From an optimization exercise on the open Yosys and OpenROAD flow, aimed at small area, a short achievable clock period and few clock cycles per item; shortcuts taken in it are not production practice. Function was checked by simulation only, so behaviour that the tests miss may differ from the original.

<file path="design/flow/run.sh">
#!/bin/bash
# synth_recipe.tcl (not shown) runs the flow's synth.tcl, then flattens the netlist and writes it again
# the make line also repeats each setting of config.mk as NAME=value (left out here)
make -C /OpenROAD-flow-scripts/flow DESIGN_CONFIG=/design/flow/config.mk WORK_HOME=/design/flow/orfs CLKGATE_MAP_FILE= SYNTH_SCRIPT=/design/flow/synth_recipe.tcl finish
</file>
<file path="design/flow/config.mk">
export PLATFORM = sky130hd
export DESIGN_NAME = rational_arithmetic_unit
export DESIGN_NICKNAME = rational_arithmetic_unit
export VERILOG_FILES = /design/flow/design.v
export SDC_FILE = /design/flow/constraint.sdc
export NUM_CORES = 4
export LEC_CHECK = 0
export CAP_MARGIN = 20
export CORE_MARGIN = 2
export CORE_UTILIZATION = 25
export PLACE_DENSITY = 0.4
export SLEW_MARGIN = 20
</file>
<file path="design/flow/constraint.sdc">
create_clock -name core_clock -period 12.0 [get_ports {clock}]
set_input_delay 2.4000 -clock core_clock [delete_from_list [all_inputs] [get_ports {clock}]]
set_output_delay 2.4000 -clock core_clock [all_outputs]
set_load 0.01 [all_outputs]
</file>
<file path="design/flow/design.v">
`default_nettype none
package rau_pkg;
   localparam int WORD_BITS = 32;
   localparam int OP_BITS   = 4;
endpackage
`default_nettype wire
`default_nettype none
module rational_arithmetic_unit (
   input  logic        clock,
   input  logic        reset,
   input  logic        start,
   output logic        busy,
   input  logic [3:0]  req_type,
   input  logic [31:0] a_num,
   input  logic [31:0] a_den,
   input  logic [31:0] b_num,
   input  logic [31:0] b_den,
   input  logic [31:0] int_operand,
   output logic        rsp_valid,
   output logic [31:0] res_num,
   output logic [31:0] res_den,
   output logic        cmp_true,
   output logic        status
);
   localparam logic [3:0] OP_ADD = 4'd0, OP_SUB = 4'd1, OP_MUL = 4'd2, OP_DIV = 4'd3,
                          OP_POW = 4'd4, OP_NEG = 4'd5, OP_SC  = 4'd6, OP_EQ  = 4'd7,
                          OP_NE  = 4'd8, OP_GT  = 4'd9, OP_GE  = 4'd10, OP_LT = 4'd11,
                          OP_LE  = 4'd12;
   localparam logic [3:0] S_IDLE = 4'd0, S_FIRST = 4'd1, S_GL = 4'd2, S_MR = 4'd3,
                          S_RGI = 4'd4, S_GI2 = 4'd5, S_PT = 4'd6, S_DA = 4'd7,
                          S_DB = 4'd8, S_DL = 4'd9, S_MS = 4'd10, S_CEQ = 4'd11,
                          S_CFIN = 4'd12, S_DC = 4'd13;
   localparam logic [3:0] MC_MUL_N = 4'd0, MC_MUL_D = 4'd1, MC_DIV_N = 4'd2, MC_DIV_D = 4'd3,
                          MC_SC = 4'd4, MC_L = 4'd5, MC_X = 4'd6, MC_Y = 4'd7,
                          MC_PN = 4'd8, MC_PD = 4'd9, MC_SA = 4'd10, MC_SD = 4'd11,
                          MC_FX = 4'd12, MC_FY = 4'd13;
   localparam logic [1:0] G_LCM = 2'd0, G_RA = 2'd1, G_RB = 2'd2, G_RR = 2'd3;
   localparam logic [1:0] GP_AD_BD = 2'd0, GP_AN_AD = 2'd1, GP_BN_BD = 2'd2, GP_RN_RD = 2'd3;
   localparam logic [2:0] FK_ZERO = 3'd0, FK_ERR = 3'd1, FK_NEG = 3'd2, FK_SC = 3'd3,
                          FK_RED = 3'd4, FK_CEQ = 3'd5, FK_CMP = 3'd6;
   function automatic logic [5:0] bitlen(input logic [31:0] x);
      bitlen = 6'd0;
      for (int i = 0; i < 32; i++) if (x[i]) bitlen = i + 1;
   endfunction
   logic [3:0]  state, opr, mc;
   logic [1:0]  gret;
   logic [31:0] an, ad, bn, bd;       
   logic [31:0] u, v, p1, p2, q1, q2;  
   logic [31:0] rn, rd;               
   logic        first;
   logic [4:0]  cnt, al;
   logic        lf;
   logic        vld, cmpr, str;
   logic [3:0]  state_n, opr_n, mc_n;
   logic [1:0]  gret_n;
   logic        first_n;
   logic [4:0]  cnt_n, al_n;
   logic        lf_n;
   logic        vld_n, cmpr_n, str_n;
   logic [1:0]  gi_sel;
   logic [31:0] x_raw, y_raw, xm, ym;
   always_comb begin
      case (gi_sel)
         GP_AD_BD: begin x_raw = ad; y_raw = bd; end
         GP_AN_AD: begin x_raw = an; y_raw = ad; end
         GP_BN_BD: begin x_raw = bn; y_raw = bd; end
         default:  begin x_raw = rn; y_raw = rd; end
      endcase
   end
   assign xm = x_raw[31] ? -x_raw : x_raw;
   assign ym = y_raw[31] ? -y_raw : y_raw;
   logic x_zero, y_zero;
   assign x_zero = (x_raw == 32'd0);
   assign y_zero = (y_raw == 32'd0);
   logic [32:0] duv;
   logic [31:0] dvu;
   logic        ge, eq, u_even, v_even, u_side;
   assign duv    = {1'b0, u} - {1'b0, v};
   assign dvu    = v - u;
   assign ge     = ~duv[32];
   assign eq     = (u == v);
   assign u_even = ~u[0];
   assign v_even = ~v[0];
   assign u_side = u_even | (~v_even & ge);
   logic [3:1] tzs;
   logic [1:0] sm1;
   assign tzs = u_even ? u[3:1] : (v_even ? v[3:1] : (u[3:1] ^ v[3:1]));
   assign sm1 = tzs[1] ? 2'd0 : (tzs[2] ? 2'd1 : (tzs[3] ? 2'd2 : 2'd3));
   logic [32:0] psum33, qsum33;
   logic [31:0] psum, qsum;
   assign psum33 = {1'b0, p1} + {1'b0, p2};
   assign qsum33 = {1'b0, q1} + {1'b0, q2};
   assign psum   = psum33[31:0];
   assign qsum   = qsum33[31:0];
   logic [31:0] pin, qin, pl, ql;
   assign pin = u_side ? p1 : p2;
   assign qin = u_side ? q1 : q2;
   always_comb begin
      case (sm1)
         2'd0:    begin pl = {pin[30:0], 1'b0}; ql = {qin[30:0], 1'b0}; end
         2'd1:    begin pl = {pin[29:0], 2'b0}; ql = {qin[29:0], 2'b0}; end
         2'd2:    begin pl = {pin[28:0], 3'b0}; ql = {qin[28:0], 3'b0}; end
         default: begin pl = {pin[27:0], 4'b0}; ql = {qin[27:0], 4'b0}; end
      endcase
   end
   logic [31:0] sh_in, sh_out;
   assign sh_in = u_even ? u : (v_even ? v : (ge ? duv[31:0] : dvu));
   always_comb begin
      case (sm1)
         2'd0:    sh_out = {1'b0, sh_in[31:1]};
         2'd1:    sh_out = {2'b0, sh_in[31:2]};
         2'd2:    sh_out = {3'b0, sh_in[31:3]};
         default: sh_out = {4'b0, sh_in[31:4]};
      endcase
   end
   logic [2:0]  na_sel;
   logic        na_neg;
   logic [31:0] na_src, na_out;
   always_comb begin
      case (na_sel)
         3'd0:    na_src = an;
         3'd1:    na_src = ad;
         3'd2:    na_src = bn;
         3'd3:    na_src = bd;
         3'd4:    na_src = rn;
         default: na_src = rd;
      endcase
   end
   assign na_out = na_neg ? -na_src : na_src;
   logic [2:0]  mb_sel;
   logic [31:0] mb_val;
   always_comb begin
      case (mb_sel)
         3'd0:    mb_val = bn;
         3'd1:    mb_val = bd;
         3'd2:    mb_val = psum;
         3'd3:    mb_val = v;
         3'd4:    mb_val = u;
         3'd5:    mb_val = an;
         default: mb_val = ad;
      endcase
   end
   logic        top1, top0, mdone;
   assign top1  = &q2[31:4];
   assign top0  = ~|q2[31:4];
   assign mdone = top0 | top1;
   logic [31:0] pp0, pp1, pp2, pp3, pp4;
   assign pp0 = q2[0] ? q1 : 32'd0;
   assign pp1 = q2[1] ? {q1[30:0], 1'b0} : 32'd0;
   assign pp2 = q2[2] ? {q1[29:0], 2'b0} : 32'd0;
   assign pp3 = q2[3] ? {q1[28:0], 3'b0} : 32'd0;
   assign pp4 = top1 ? ~{q1[27:0], 4'b0} : 32'd0;
   logic [31:0] s1, c1, s2, c2, s3, c3, s4, c4, accn;
   assign s1 = p1 ^ pp0 ^ pp1;
   assign c1 = {(((p1 & pp0) | (p1 & pp1) | (pp0 & pp1)) << 1)};
   assign s2 = pp2 ^ pp3 ^ pp4;
   assign c2 = {(((pp2 & pp3) | (pp2 & pp4) | (pp3 & pp4)) << 1)};
   assign s3 = s1 ^ c1 ^ s2;
   assign c3 = {(((s1 & c1) | (s1 & s2) | (c1 & s2)) << 1)};
   assign s4 = s3 ^ c3 ^ c2;
   assign c4 = {(((s3 & c3) | (s3 & c2) | (c3 & c2)) << 1)};
   assign accn = s4 + c4 + {31'd0, top1};
   logic [5:0] bl_ps, bl_bdh, bl_rdh, bl_adl, bl_bdl, bl_m, bl_min;
   assign bl_ps  = bitlen(psum);
   assign bl_bdh = bd[31] ? bitlen(~bd) + 6'd1 : bitlen(bd);
   assign bl_rdh = rd[31] ? bitlen(~rd) + 6'd1 : bitlen(rd);
   assign bl_adl = bitlen(ad[31] ? ~ad : ad);
   assign bl_bdl = bitlen(bd[31] ? ~bd : bd);
   assign bl_m   = (bl_adl < bl_bdl) ? bl_adl : bl_bdl;
   assign bl_min = (bl_m == 6'd0) ? 6'd1 : bl_m;
   logic lcm_fast;
   assign lcm_fast = ({1'b0, bl_ps} + {1'b0, bl_bdh}) <= 7'd31;
   logic is_cmp, is_addsub;
   assign is_cmp    = (opr >= OP_EQ) && (opr <= OP_LE);
   assign is_addsub = (opr == OP_ADD) || (opr == OP_SUB);
   logic [31:0] cmp_x, cmp_y;
   assign cmp_x = rn;
   assign cmp_y = p1;
   logic gt_xy, gt_yx;
   assign gt_xy = $signed(cmp_x) > $signed(cmp_y);
   assign gt_yx = $signed(cmp_y) > $signed(cmp_x);
   function automatic logic fits16(input logic [31:0] x);
      fits16 = (x[31:15] == 17'd0) || (x[31:15] == 17'h1ffff);
   endfunction
   logic cf, cf_n;
   assign cf_n = fits16(a_num) && fits16(a_den) && fits16(b_num) && fits16(b_den);
   logic first_err;
   assign first_err = (ad == 32'd0) ||
                      ((bd == 32'd0) && (opr != OP_POW) && (opr != OP_NEG) && (opr != OP_SC));
   logic       fin, do_gi, do_setup;
   logic [2:0] fk;
   logic [3:0] setup_mc;
   logic [1:0] gi_ret;
   always_comb begin
      fin      = 1'b0;
      fk       = FK_ZERO;
      do_gi    = 1'b0;
      gi_sel   = GP_AD_BD;
      gi_ret   = G_LCM;
      do_setup = 1'b0;
      setup_mc = MC_X;
      case (state)
         S_FIRST: begin
            if (opr > OP_LE) begin
               fin = 1'b1; fk = FK_ZERO;
            end else if (first_err) begin
               fin = 1'b1; fk = FK_ERR;
            end else begin
               case (opr)
                  OP_ADD, OP_SUB: begin do_gi = 1'b1; gi_sel = GP_AD_BD; gi_ret = G_LCM; end
                  OP_MUL: begin do_setup = 1'b1; setup_mc = MC_MUL_N; end
                  OP_DIV: begin do_setup = 1'b1; setup_mc = MC_DIV_N; end
                  OP_SC:  begin do_setup = 1'b1; setup_mc = MC_SC; end
                  OP_NEG: begin fin = 1'b1; fk = FK_NEG; end
                  OP_POW: ;
                  default: begin
                     if (cf) begin
                        do_setup = 1'b1; setup_mc = MC_FX;
                     end else begin
                        do_gi = 1'b1; gi_sel = GP_AN_AD; gi_ret = G_RA;
                     end
                  end
               endcase
            end
         end
         S_GL: begin
            if (!u_even && !v_even && eq) begin
               case (gret)
                  G_LCM: begin do_setup = 1'b1; setup_mc = MC_L; end
                  G_RA:  begin do_gi = 1'b1; gi_sel = GP_BN_BD; gi_ret = G_RB; end
                  G_RB:  ;
                  default: begin fin = 1'b1; fk = FK_RED; end
               endcase
            end
         end
         S_GI2: begin do_gi = 1'b1; gi_sel = GP_AD_BD; gi_ret = G_LCM; end
         S_RGI: begin
            if (rd == 32'd0) begin
               fin = 1'b1; fk = FK_ERR;
            end else begin
               do_gi = 1'b1; gi_sel = GP_RN_RD; gi_ret = G_RR;
            end
         end
         S_MR: begin
            if (mdone) begin
               case (mc)
                  MC_MUL_N: begin do_setup = 1'b1; setup_mc = MC_MUL_D; end
                  MC_DIV_N: begin do_setup = 1'b1; setup_mc = MC_DIV_D; end
                  MC_SC:    begin fin = 1'b1; fk = FK_SC; end
                  MC_L:     if (lf) begin do_setup = 1'b1; setup_mc = MC_X; end
                  MC_X:     begin do_setup = 1'b1; setup_mc = MC_Y; end
                  MC_PN:    begin do_setup = 1'b1; setup_mc = MC_PD; end
                  MC_PD:    if (bn[31:1] != 31'd0) begin do_setup = 1'b1; setup_mc = MC_SA; end
                  MC_SA:    begin do_setup = 1'b1; setup_mc = MC_SD; end
                  MC_FX:    begin do_setup = 1'b1; setup_mc = MC_FY; end
                  default:  ;
               endcase
            end
         end
         S_PT: begin
            if (bn != 32'd0) begin
               if (bn[0] && !first) begin
                  do_setup = 1'b1; setup_mc = MC_PN;
               end else if (bn[31:1] != 31'd0) begin
                  do_setup = 1'b1; setup_mc = MC_SA;
               end
            end
         end
         S_DA: begin
            gi_sel = GP_RN_RD;
            if ((rd == 32'd0) && is_addsub) begin
               fin = 1'b1; fk = FK_ERR;
            end
         end
         S_MS: begin do_setup = 1'b1; setup_mc = MC_X; end
         S_CEQ: begin fin = 1'b1; fk = FK_CEQ; end
         S_CFIN: begin fin = 1'b1; fk = FK_CMP; end
         default: ;
      endcase
   end
   always_comb begin
      na_sel = 3'd0;
      na_neg = 1'b0;
      mb_sel = 3'd0;
      if (do_setup) begin
         case (setup_mc)
            MC_MUL_N: begin na_sel = 3'd0; mb_sel = 3'd0; end
            MC_MUL_D: begin na_sel = 3'd1; mb_sel = 3'd1; end
            MC_DIV_N: begin na_sel = 3'd0; mb_sel = 3'd1; end
            MC_DIV_D: begin na_sel = 3'd1; mb_sel = 3'd0; end
            MC_SC:    begin na_sel = 3'd0; mb_sel = 3'd0; end
            MC_L:     begin na_sel = 3'd3; na_neg = bd[31]; mb_sel = 3'd2; end
            MC_X:     begin
               na_sel = 3'd0; na_neg = ((state == S_MS) && rd[31]) ^ ad[31]; mb_sel = 3'd3;
            end
            MC_Y:     begin
               na_sel = 3'd2; na_neg = rd[31] ^ bd[31] ^ (opr == OP_SUB); mb_sel = 3'd4;
            end
            MC_PN:    begin na_sel = 3'd4; mb_sel = 3'd5; end
            MC_FX:    begin na_sel = 3'd0; na_neg = ad[31] ^ bd[31]; mb_sel = 3'd1; end
            MC_FY:    begin na_sel = 3'd2; na_neg = ad[31] ^ bd[31]; mb_sel = 3'd6; end
            MC_PD:    begin na_sel = 3'd5; mb_sel = 3'd6; end
            MC_SA:    begin na_sel = 3'd0; mb_sel = 3'd5; end
            default:  begin na_sel = 3'd1; mb_sel = 3'd6; end
         endcase
      end else begin
         case (state)
            S_FIRST: begin
               if (opr == OP_NEG) begin na_sel = 3'd0; na_neg = 1'b1; end
               else begin na_sel = 3'd2; na_neg = bn[31]; end    
            end
            S_DA: begin na_sel = 3'd1; na_neg = ~ad[31]; end    
            S_DB: begin na_sel = 3'd3; na_neg = ~bd[31]; end    
            default: ;
         endcase
      end
   end
   assign busy = !((state == S_IDLE) || fin);
   logic        sxe, sye;
   logic [31:0] p1_init, q2_init;
   assign sxe     = x_raw[31] && (gi_ret != G_LCM);
   assign sye     = y_raw[31] && (gi_ret != G_LCM);
   assign p1_init = sxe ? 32'hffffffff : 32'd1;
   assign q2_init = sye ? 32'hffffffff : 32'd1;
   localparam int AN_LD = 0, AN_SP = 1, AN_AD = 2, AN_ACC = 3;
   localparam int AD_LD = 0, AD_SQ = 1, AD_AN = 2, AD_ACC = 3;
   localparam int BN_LD = 0, BN_NA = 1, BN_SP = 2, BN_SH = 3;
   localparam int BD_LD = 0, BD_SQ = 1;
   localparam int U_SH = 0, U_XM = 1, U_ONE = 2, U_PS = 3, U_DIV = 4, U_H = 5;
   localparam int V_SH = 0, V_YM = 1, V_ONE = 2, V_QS = 3, V_DIV = 4, V_H = 5;
   localparam int P1_PL = 0, P1_PS = 1, P1_ACC = 2, P1_SH = 3, P1_DIV = 4, P1_INIT = 5;
   localparam int P2_PS = 0, P2_PL = 1, P2_NA = 2;
   localparam int Q1_QL = 0, Q1_QS = 1, Q1_SL4 = 2, Q1_NA = 3, Q1_SH = 4, Q1_DIV = 5;
   localparam int Q2_QS = 0, Q2_QL = 1, Q2_SR4 = 2, Q2_MB = 3, Q2_NA = 4, Q2_INIT = 5;
   localparam int RN_ONE = 0, RN_ACC = 1, RN_AN = 2, RN_YM = 3, RN_NA = 4, RN_SP = 5;
   localparam int RD_ONE = 0, RD_ACC = 1, RD_AD = 2, RD_SQ = 3;
   logic [3:0] an_s, ad_s, bn_s, rd_s;
   logic [1:0] bd_s;
   logic [5:0] u_s, v_s;
   logic [5:0] p1_s, q1_s;
   logic [2:0] p2_s;
   logic [5:0] q2_s, rn_s;
   logic       u_z, v_z, p1_z, p2_z, q1_z, q2_z, rn_z, rd_z;
   always_comb begin
      state_n = state;
      opr_n   = opr;
      mc_n    = mc;
      gret_n  = gret;
      first_n = first;
      cnt_n   = cnt;
      al_n    = al;
      lf_n    = lf;
      vld_n   = 1'b0;
      cmpr_n  = cmpr;
      str_n   = str;
      an_s = '0; ad_s = '0; bn_s = '0; bd_s = '0;
      u_s = '0; v_s = '0; p1_s = '0; p2_s = '0; q1_s = '0; q2_s = '0; rn_s = '0; rd_s = '0;
      u_z = 1'b0; v_z = 1'b0; p1_z = 1'b0; p2_z = 1'b0; q1_z = 1'b0; q2_z = 1'b0;
      rn_z = 1'b0; rd_z = 1'b0;
      case (state)
         S_IDLE: if (start) state_n = S_FIRST;
         S_FIRST: begin
            if ((opr == OP_POW) && !fin) begin
               bn_s[BN_NA] = 1'b1;           
               if (bn[31]) begin an_s[AN_AD] = 1'b1; ad_s[AD_AN] = 1'b1; end
               rn_s[RN_ONE] = 1'b1;
               rd_s[RD_ONE] = 1'b1;
               first_n = 1'b1;
               state_n = S_PT;
            end else if (do_gi) begin
               state_n = S_GL;
            end else if (do_setup) begin
               state_n = S_MR;
            end
         end
         S_GL: begin
            if (u_even && v_even) begin
               u_s[U_H] = 1'b1; v_s[V_H] = 1'b1;
            end else if (u_even) begin
               u_s[U_SH] = 1'b1; p1_s[P1_PL] = 1'b1; q1_s[Q1_QL] = 1'b1;
            end else if (v_even) begin
               v_s[V_SH] = 1'b1; p2_s[P2_PL] = 1'b1; q2_s[Q2_QL] = 1'b1;
            end else if (eq) begin
               case (gret)
                  G_LCM: begin
                     u_s[U_PS] = 1'b1; v_s[V_QS] = 1'b1; lf_n = lcm_fast; state_n = S_MR;
                  end
                  G_RA: begin an_s[AN_SP] = 1'b1; ad_s[AD_SQ] = 1'b1; end
                  G_RB: begin
                     bn_s[BN_SP] = 1'b1; bd_s[BD_SQ] = 1'b1;
                     state_n = ((opr == OP_EQ) || (opr == OP_NE)) ? S_CEQ : S_GI2;
                  end
                  default: ;
               endcase
            end else if (ge) begin
               u_s[U_SH] = 1'b1; p1_s[P1_PL] = 1'b1; p2_s[P2_PS] = 1'b1;
               q1_s[Q1_QL] = 1'b1; q2_s[Q2_QS] = 1'b1;
            end else begin
               v_s[V_SH] = 1'b1; p2_s[P2_PL] = 1'b1; p1_s[P1_PS] = 1'b1;
               q2_s[Q2_QL] = 1'b1; q1_s[Q1_QS] = 1'b1;
            end
         end
         S_GI2: state_n = S_GL;
         S_RGI: state_n = S_GL;
         S_MR: begin
            p1_s[P1_ACC] = 1'b1;
            q1_s[Q1_SL4] = 1'b1;
            q2_s[Q2_SR4] = 1'b1;
            if (mdone) begin
               case (mc)
                  MC_MUL_N, MC_DIV_N: rn_s[RN_ACC] = 1'b1;
                  MC_MUL_D, MC_DIV_D: begin rd_s[RD_ACC] = 1'b1; state_n = S_RGI; end
                  MC_L: begin
                     rd_s[RD_ACC] = 1'b1;
                     if (!lf) state_n = S_DA;
                  end
                  MC_X: if (is_cmp) rn_s[RN_ACC] = 1'b1;
                  MC_FX: rn_s[RN_ACC] = 1'b1;
                  MC_FY: state_n = S_CFIN;
                  MC_Y: begin
                     if (is_cmp) state_n = S_CFIN;
                     else begin rn_s[RN_ACC] = 1'b1; state_n = S_RGI; end
                  end
                  MC_PN: rn_s[RN_ACC] = 1'b1;
                  MC_PD: begin
                     rd_s[RD_ACC] = 1'b1;
                     if (bn[31:1] == 31'd0) state_n = S_RGI;
                  end
                  MC_SA: an_s[AN_ACC] = 1'b1;
                  MC_SD: begin
                     ad_s[AD_ACC] = 1'b1;
                     bn_s[BN_SH]  = 1'b1;
                     state_n      = S_PT;
                  end
                  default: ;
               endcase
            end
         end
         S_PT: begin
            if (bn == 32'd0) begin
               state_n = S_RGI;
            end else if (bn[0] && !first) begin
               state_n = S_MR;
            end else begin
               if (bn[0]) begin
                  rn_s[RN_AN] = 1'b1;
                  rd_s[RD_AD] = 1'b1;
                  first_n     = 1'b0;
               end
               state_n = (bn[31:1] == 31'd0) ? S_RGI : S_MR;
            end
         end
         S_DA: begin
            rn_s[RN_YM] = 1'b1;    
            p2_s[P2_NA] = 1'b1;    
            if (bl_rdh < bl_min) begin
               u_z = 1'b1; v_z = 1'b1;
               state_n = S_MS;
            end else begin
               cnt_n   = bl_rdh - bl_min;
               state_n = S_DB;
            end
         end
         S_DB: begin
            q2_s[Q2_NA] = 1'b1;    
            p1_s[P1_SH] = 1'b1;    
            q1_s[Q1_SH] = 1'b1;
            u_z = 1'b1; v_z = 1'b1;
            al_n = cnt;
            state_n = (cnt == 5'd0) ? S_DL : S_DC;
         end
         S_DC: begin
            p1_s[P1_SH] = 1'b1;
            q1_s[Q1_SH] = 1'b1;
            al_n = al - al_step;
            if (al == al_step) state_n = S_DL;
         end
         S_DL: begin
            p1_s[P1_DIV] = 1'b1;
            q1_s[Q1_DIV] = 1'b1;
            u_s[U_DIV]   = 1'b1;
            v_s[V_DIV]   = 1'b1;
            cnt_n = cnt - 5'd1;
            if (cnt == 5'd0) state_n = S_MS;
         end
         S_MS: state_n = S_MR;
         default: ;
      endcase
      if (do_gi) begin
         gret_n = gi_ret;
         u_s = '0; v_s = '0; p1_s = '0; p2_s = '0; q1_s = '0; q2_s = '0;
         u_z = 1'b0; v_z = 1'b0; p1_z = 1'b1; p2_z = 1'b1; q1_z = 1'b1; q2_z = 1'b1;
         if (x_zero) begin
            u_s[U_ONE] = 1'b1; v_s[V_ONE] = 1'b1; q2_s[Q2_INIT] = 1'b1;
         end else if (y_zero) begin
            u_s[U_ONE] = 1'b1; v_s[V_ONE] = 1'b1; p1_s[P1_INIT] = 1'b1;
         end else begin
            u_s[U_XM] = 1'b1; v_s[V_YM] = 1'b1;
            p1_s[P1_INIT] = 1'b1;
            q2_s[Q2_INIT] = 1'b1;
         end
      end
      if (do_setup) begin
         mc_n = setup_mc;
         q1_s = '0; q1_z = 1'b0; q1_s[Q1_NA] = 1'b1;
         q2_s = '0; q2_z = 1'b0; q2_s[Q2_MB] = 1'b1;
         p1_s = '0; p1_z = 1'b0;
         if ((setup_mc == MC_Y) && !is_cmp) p1_s[P1_ACC] = 1'b1;
         else p1_z = 1'b1;
         state_n = S_MR;
      end
      if (fin) begin
         vld_n  = 1'b1;
         str_n  = 1'b0;
         cmpr_n = 1'b0;
         rn_s = '0; rd_s = '0; rn_z = 1'b1; rd_z = 1'b1;
         case (fk)
            FK_ERR: str_n = 1'b1;
            FK_NEG: begin rn_s[RN_NA] = 1'b1; rd_s[RD_AD] = 1'b1; end
            FK_SC:  begin rn_s[RN_ACC] = 1'b1; rd_s[RD_AD] = 1'b1; end
            FK_RED: begin rn_s[RN_SP] = 1'b1; rd_s[RD_SQ] = 1'b1; end
            FK_CEQ: cmpr_n = ((an == bn) && (ad == bd)) ^ (opr == OP_NE);
            FK_CMP: begin
               case (opr)
                  OP_EQ:   cmpr_n = (rn == p1) && (ad[31] == bd[31]);
                  OP_NE:   cmpr_n = !((rn == p1) && (ad[31] == bd[31]));
                  OP_GT:   cmpr_n = gt_xy;
                  OP_GE:   cmpr_n = !gt_yx;
                  OP_LT:   cmpr_n = gt_yx;
                  default: cmpr_n = !gt_xy;
               endcase
            end
            default: ;
         endcase
         state_n = start ? S_FIRST : S_IDLE;
      end
      if (!busy) begin
         opr_n = req_type;
         an_s = '0; an_s[AN_LD] = 1'b1;
         ad_s = '0; ad_s[AD_LD] = 1'b1;
         bn_s = '0; bn_s[BN_LD] = 1'b1;
         bd_s = '0; bd_s[BD_LD] = 1'b1;
      end
   end
   logic [4:0]  al_step;
   logic [31:0] al_val;
   assign al_step = (al >= 5'd16) ? 5'd16 : ((al >= 5'd4) ? 5'd4 : 5'd1);
   assign al_val  = (state == S_DB) ? rn :
                    ((al >= 5'd16) ? {16'd0, p1[31:16]} :
                     ((al >= 5'd4) ? {4'd0, p1[31:4]} : {1'b0, p1[31:1]}));
   logic        nb, bn_iop;
   logic [31:0] u_dv, v_dv, p1_dv, q1_dv, bn_ld;
   assign nb    = (cnt == 5'd0) ? 1'b0 : rn[cnt - 5'd1];
   assign u_dv  = {u[30:0], qsum33[32]};
   assign v_dv  = {v[30:0], psum33[32]};
   assign p1_dv = {(psum33[32] ? psum[30:0] : p1[30:0]), nb};
   assign q1_dv = {(qsum33[32] ? qsum[30:0] : q1[30:0]), nb};
   assign bn_iop = (req_type == OP_POW) || (req_type == OP_SC);
   function automatic logic [31:0] pick(input logic s, input logic [31:0] x);
      pick = {32{s}} & x;
   endfunction
   logic [31:0] an_d, ad_d, bn_d, bd_d, u_d, v_d, p1_d, p2_d, q1_d, q2_d, rn_d, rd_d;
   assign an_d = pick(an_s[AN_LD], a_num) | pick(an_s[AN_SP], psum) | pick(an_s[AN_AD], ad) |
                 pick(an_s[AN_ACC], accn);
   assign ad_d = pick(ad_s[AD_LD], a_den) | pick(ad_s[AD_SQ], qsum) | pick(ad_s[AD_AN], an) |
                 pick(ad_s[AD_ACC], accn);
   assign bn_d = pick(bn_s[BN_LD] & ~bn_iop, b_num) | pick(bn_s[BN_LD] & bn_iop, int_operand) |
                 pick(bn_s[BN_NA], na_out) | pick(bn_s[BN_SP], psum) |
                 pick(bn_s[BN_SH], {1'b0, bn[31:1]});
   assign bd_d = pick(bd_s[BD_LD], b_den) | pick(bd_s[BD_SQ], qsum);
   assign u_d  = pick(u_s[U_SH], sh_out) | pick(u_s[U_XM], xm) | {31'd0, u_s[U_ONE]} |
                 pick(u_s[U_PS], psum) | pick(u_s[U_DIV], u_dv) |
                 pick(u_s[U_H], {1'b0, u[31:1]});
   assign v_d  = pick(v_s[V_SH], sh_out) | pick(v_s[V_YM], ym) | {31'd0, v_s[V_ONE]} |
                 pick(v_s[V_QS], qsum) | pick(v_s[V_DIV], v_dv) |
                 pick(v_s[V_H], {1'b0, v[31:1]});
   assign p1_d = pick(p1_s[P1_PL], pl) | pick(p1_s[P1_PS], psum) | pick(p1_s[P1_ACC], accn) |
                 pick(p1_s[P1_SH], al_val) | pick(p1_s[P1_DIV], p1_dv) |
                 pick(p1_s[P1_INIT], p1_init);
   assign p2_d = pick(p2_s[P2_PS], psum) | pick(p2_s[P2_PL], pl) | pick(p2_s[P2_NA], na_out);
   assign q1_d = pick(q1_s[Q1_QL], ql) | pick(q1_s[Q1_QS], qsum) |
                 pick(q1_s[Q1_SL4], {q1[27:0], 4'd0}) | pick(q1_s[Q1_NA], na_out) |
                 pick(q1_s[Q1_SH], al_val) | pick(q1_s[Q1_DIV], q1_dv);
   assign q2_d = pick(q2_s[Q2_QS], qsum) | pick(q2_s[Q2_QL], ql) |
                 pick(q2_s[Q2_SR4], {{4{q2[31]}}, q2[31:4]}) | pick(q2_s[Q2_MB], mb_val) |
                 pick(q2_s[Q2_NA], na_out) | pick(q2_s[Q2_INIT], q2_init);
   assign rn_d = {31'd0, rn_s[RN_ONE]} | pick(rn_s[RN_ACC], accn) | pick(rn_s[RN_AN], an) |
                 pick(rn_s[RN_YM], ym) | pick(rn_s[RN_NA], na_out) | pick(rn_s[RN_SP], psum);
   assign rd_d = {31'd0, rd_s[RD_ONE]} | pick(rd_s[RD_ACC], accn) | pick(rd_s[RD_AD], ad) |
                 pick(rd_s[RD_SQ], qsum);
   always_ff @(posedge clock) begin
      if (reset) begin
         state <= S_IDLE;
         vld   <= 1'b0;
      end else begin
         state <= state_n;
         vld   <= vld_n;
      end
   end
   always_ff @(posedge clock) begin
      opr   <= opr_n;
      mc    <= mc_n;
      gret  <= gret_n;
      first <= first_n;
      cnt   <= cnt_n;
      al    <= al_n;
      lf    <= lf_n;
      cmpr  <= cmpr_n;
      str   <= str_n;
      if (!busy) cf <= cf_n;
      if (|an_s) an <= an_d;
      if (|ad_s) ad <= ad_d;
      if (|bn_s) bn <= bn_d;
      if (|bd_s) bd <= bd_d;
      if ((|u_s) | u_z) u <= u_d;
      if ((|v_s) | v_z) v <= v_d;
      if ((|p1_s) | p1_z) p1 <= p1_d;
      if ((|p2_s) | p2_z) p2 <= p2_d;
      if ((|q1_s) | q1_z) q1 <= q1_d;
      if ((|q2_s) | q2_z) q2 <= q2_d;
      if ((|rn_s) | rn_z) rn <= rn_d;
      if ((|rd_s) | rd_z) rd <= rd_d;
   end
   assign rsp_valid = vld;
   assign res_num   = rn;
   assign res_den   = rd;
   assign cmp_true  = cmpr;
   assign status    = str;
endmodule
`default_nettype wire
</file>
==> results.toml <==
[place]
placed_cells = 9432
routabilityCongestion = 1.09
io_buffers = 234
dp_hpwl_um = 365000

[final_layout]
nNetsFinal = 7228
drive_gt1_share_pct = 11.4
finalNonFillerCells = 9654
fillers = 22300
syn_to_final_growth_pct = 19.6

[synth]
syn_nets = 7035
yosys.area.top_type = "edfxtp_1"
synth_top_flop_cell = "edfxtp_1"
ys_ff_latch = 414
synthCells = 6521
yosysUniqueCellTypes = 112
syn_area_um2 = 52300
synthMostInstantiatedCell = "nand2_1"
ys_warn_count = 1
avgSynthCellArea_um2 = 8.02
synthTopCellsByArea = "edfxtp_1 (23%), ha_1 (5.4%), fa_1 (4.7%)"
synth_edf_count = 409
netlist.area_leader.share_pct = 23.5
synth.top_cells.by_count = "nand2_1 (627), a21oi_1 (481), o21ai_0 (470)"
yosysSeqAreaShare_pct = 23.7
async_reset_ff_share_pct = 0

[setup_path]
worst-path-stages = 19
r2r_setup_slack_ps = 3190
endpoint = "q2[30]"
worst-path-buf-inv = 4
worstPathRequired_ps = 12430
r2r-end = "q2[30]"
cp-startpoint = "bn[17]"
r2r_cells = 19
cp_slowest_cell = "nand4_1"
cp.arrival_ps = 9240
path_cells = "buf_4 > nor4_1 > nand4_1 > nor2_1 > o31a_1 > o211a_1 > buf_4 > inv_2 > nand2_1 > buf_4 > nand3_2 > o221a_2 > o32ai_1 > and4_1 > and4_1 > and4_1 > nor3_1 > a2111oi_0 > o21ai_0"
crit_type = "reg2reg"
slowest_delay_ps = 850
cp-start-kind = "register"
cp_top_family = "simple AND/OR/NAND/NOR gates"
cp_max_fo = 21
worstSetupEndpointType = "register"
r2r_start = "bn[17]"

[clocking]
cts_tree = "done"
numCtsBuffers = 60
cts-root-buf = "clkbuf_16"
ctsHoldBuffers = 0
post_cts_buffers = 0
ctsResizeCount = 0
cts.reportedPaths.clkPinSlew_ps = 70
clockBufferDepth = 3
clock_latency_ps = 780
cts_num_sinks = 414
htreeDepth = 2

[die]
die_h_um = 461
core_um2 = 207000
fp.dieArea_um2 = 213000
die_x_um = 461
start_util_pct = 25.2
rows = 167
io_pins = 235

[timing]
setup_viol = 0
post-route-min-period_ps = 8810
final_hold_viol_count = 0
relSlewSlack_pct = 8.19
fin_setup_tns_ps = 0
fmax_ghz = 0.114
worst_pin_slew_ps = 1380
period_share_pct = 73.4
slew_violations = 0
final.setup_skew_ps = 31.5
rsz0062_at_grt = "false"

[route]
wl_per_cell_um = 49.4
drt_iter0_markers = 11900
drtAntennaViolNets = 0
firstDrtPassIters = 17
drc = 0
num_vias = 66000
viasPerCell = 6.84
wl_um = 477000

[global_routing]
grt_usage_pct = 43.2
grt_start_max_net_pins = 67
grt_first_pass_wirelength_um = 610000
grt_antenna_before_repair = 116
grt_pass1_vias = 58900
grt_overflow = 0

[min_path]
hp-class = "reg2reg"

[run]
max_cap_violations = 0

[outcome]
outcome = "timing/DRC/antenna clean"
[logic make-up (layout without fill, tap and decap cells)]
| logic type | Yosys count | after routing | synth area share, % |
|---|---|---|---|
| adder cells (fa/ha/maj) | 348 | 348 | 10.1 |
| AO/OA/AOI/OAI | 2432 | 2432 | 32.7 |
| multiplexers | 185 | 185 | 3.84 |
| XOR/XNOR | 301 | 301 | 5.04 |
| AND/OR/NAND/NOR | 1924 | 1924 | 17.9 |
| flip-flops | 414 | 414 | 23.7 |
| other | 0 | 105 | 0 |
| buffers and inverters | 917 | 1157 | 6.87 |
[per-layer routing]
metal / global-route usage [%] / routed length [um] / up-vias
met2: 60.0 / 192000 / 5550
met5: 0.941 / 223 / -
met3: 15.7 / 57000 / 1338
met4: 30.4 / 38000 / 30
met1: 54.7 / 189000 / 33600
li1: - / - / 25500
[cell type report]
cell class | count | area [um^2] | share of cell area [%]
multi-input cells | 5190 | 37500 | 59.9
flip-flops and latches | 414 | 12400 | 19.8
repair buffers | 667 | 5660 | 9.04
well taps | 2788 | 3490 | 5.58
clock buffers | 81 | 1610 | 2.57
inverters | 381 | 1430 | 2.29
diodes | 105 | 263 | 0.420
clock inverters | 28 | 241 | 0.386
[layout by cell type (no fill, tap or decap), drive strengths merged, types with 136 or more instances in the layout]
cell           instances
a22oi                159
mux2i                159
xnor2                136
o21ai                489
nand3                151
a221oi               168
xor2                 165
nand2                627
buf                  433
clkdlybuf4s50        234
edfxtp               409
inv                  381
ha                   225
nor2                 423
a21oi                483
[registers in the layout, summed over array words and instances (netlist names), 2 cells and up]
| register | flops |
|---|---|
| state | 4 |
| an | 32 |
| al | 5 |
| gret | 2 |
| rn | 32 |
| q1 | 32 |
| cnt | 5 |
| mc | 4 |
| v | 32 |
| ad | 32 |
| bn | 32 |
| p1 | 32 |
| q2 | 32 |
| p2 | 32 |
| rd | 32 |
| u | 32 |
| bd | 32 |
| opr | 4 |
[tightest hold or removal path, delay by kind of cell (launching register included)]
| family | cells | cell delay (ps) |
|---|---|---|
| AO/OA/AOI/OAI | 1 | 80 |
| flip-flops | 1 | 350 |
| AND/OR/NAND/NOR | 1 | 70 |
[worst min path at each step]
stage / depth (start not counted) / to / startpoint / slack [ps]
floorplan: 2 / al[1] / cnt[1] / 550
global placement: 2 / ad[18] / an[18] / 560
detailed placement: 2 / ad[21] / an[21] / 570
CTS: 2 / ad[21] / an[21] / 590
global route: 2 / ad[15] / an[15] / 610
finish: 2 / ad[18] / an[18] / 600
[through the flow]
stage                     instance area, um^2  utilization (%)  hold WS [ps]  worst slack [ps]
after floorplan                         52300                -           547              5820
after global placement                  60200             29.0           561              3650
after detailed placement                60200             29.0           574              3700
after CTS                               62100             29.9           587              3640
after global routing                    62300             30.0           613              3230
final                                   62600             30.2           597              3190
Testbench counts, summed over its fixed seeds: cycles 270,864, items 8,000.

-- what the ideal ports hide --
Ports are ideal in the flow. The routed layout listed here was re-timed in OpenROAD. Step 1 assumes that a clkbuf_16 drives the clock port and a buf_2 every other input. Step 2 adds t to the input delays and takes it off the output delays; t is the mean of the earliest and latest rising clock arrival at the registers after step 1. Input paths then give back, and output paths get back, about the clock's delay inside the block. Three values: ideal, step 1, step 2; two values: the first two.
shift t [ns]: 0.865
setup slack, ns: 3.195 / 3.195 / 3.195
hold WS [ns]: 0.597 / 0.597 / 0.597
After both steps this run still meets setup and hold. The setup slack of this run moves by 0.000 ns with the drivers and by 0.000 ns with both steps.
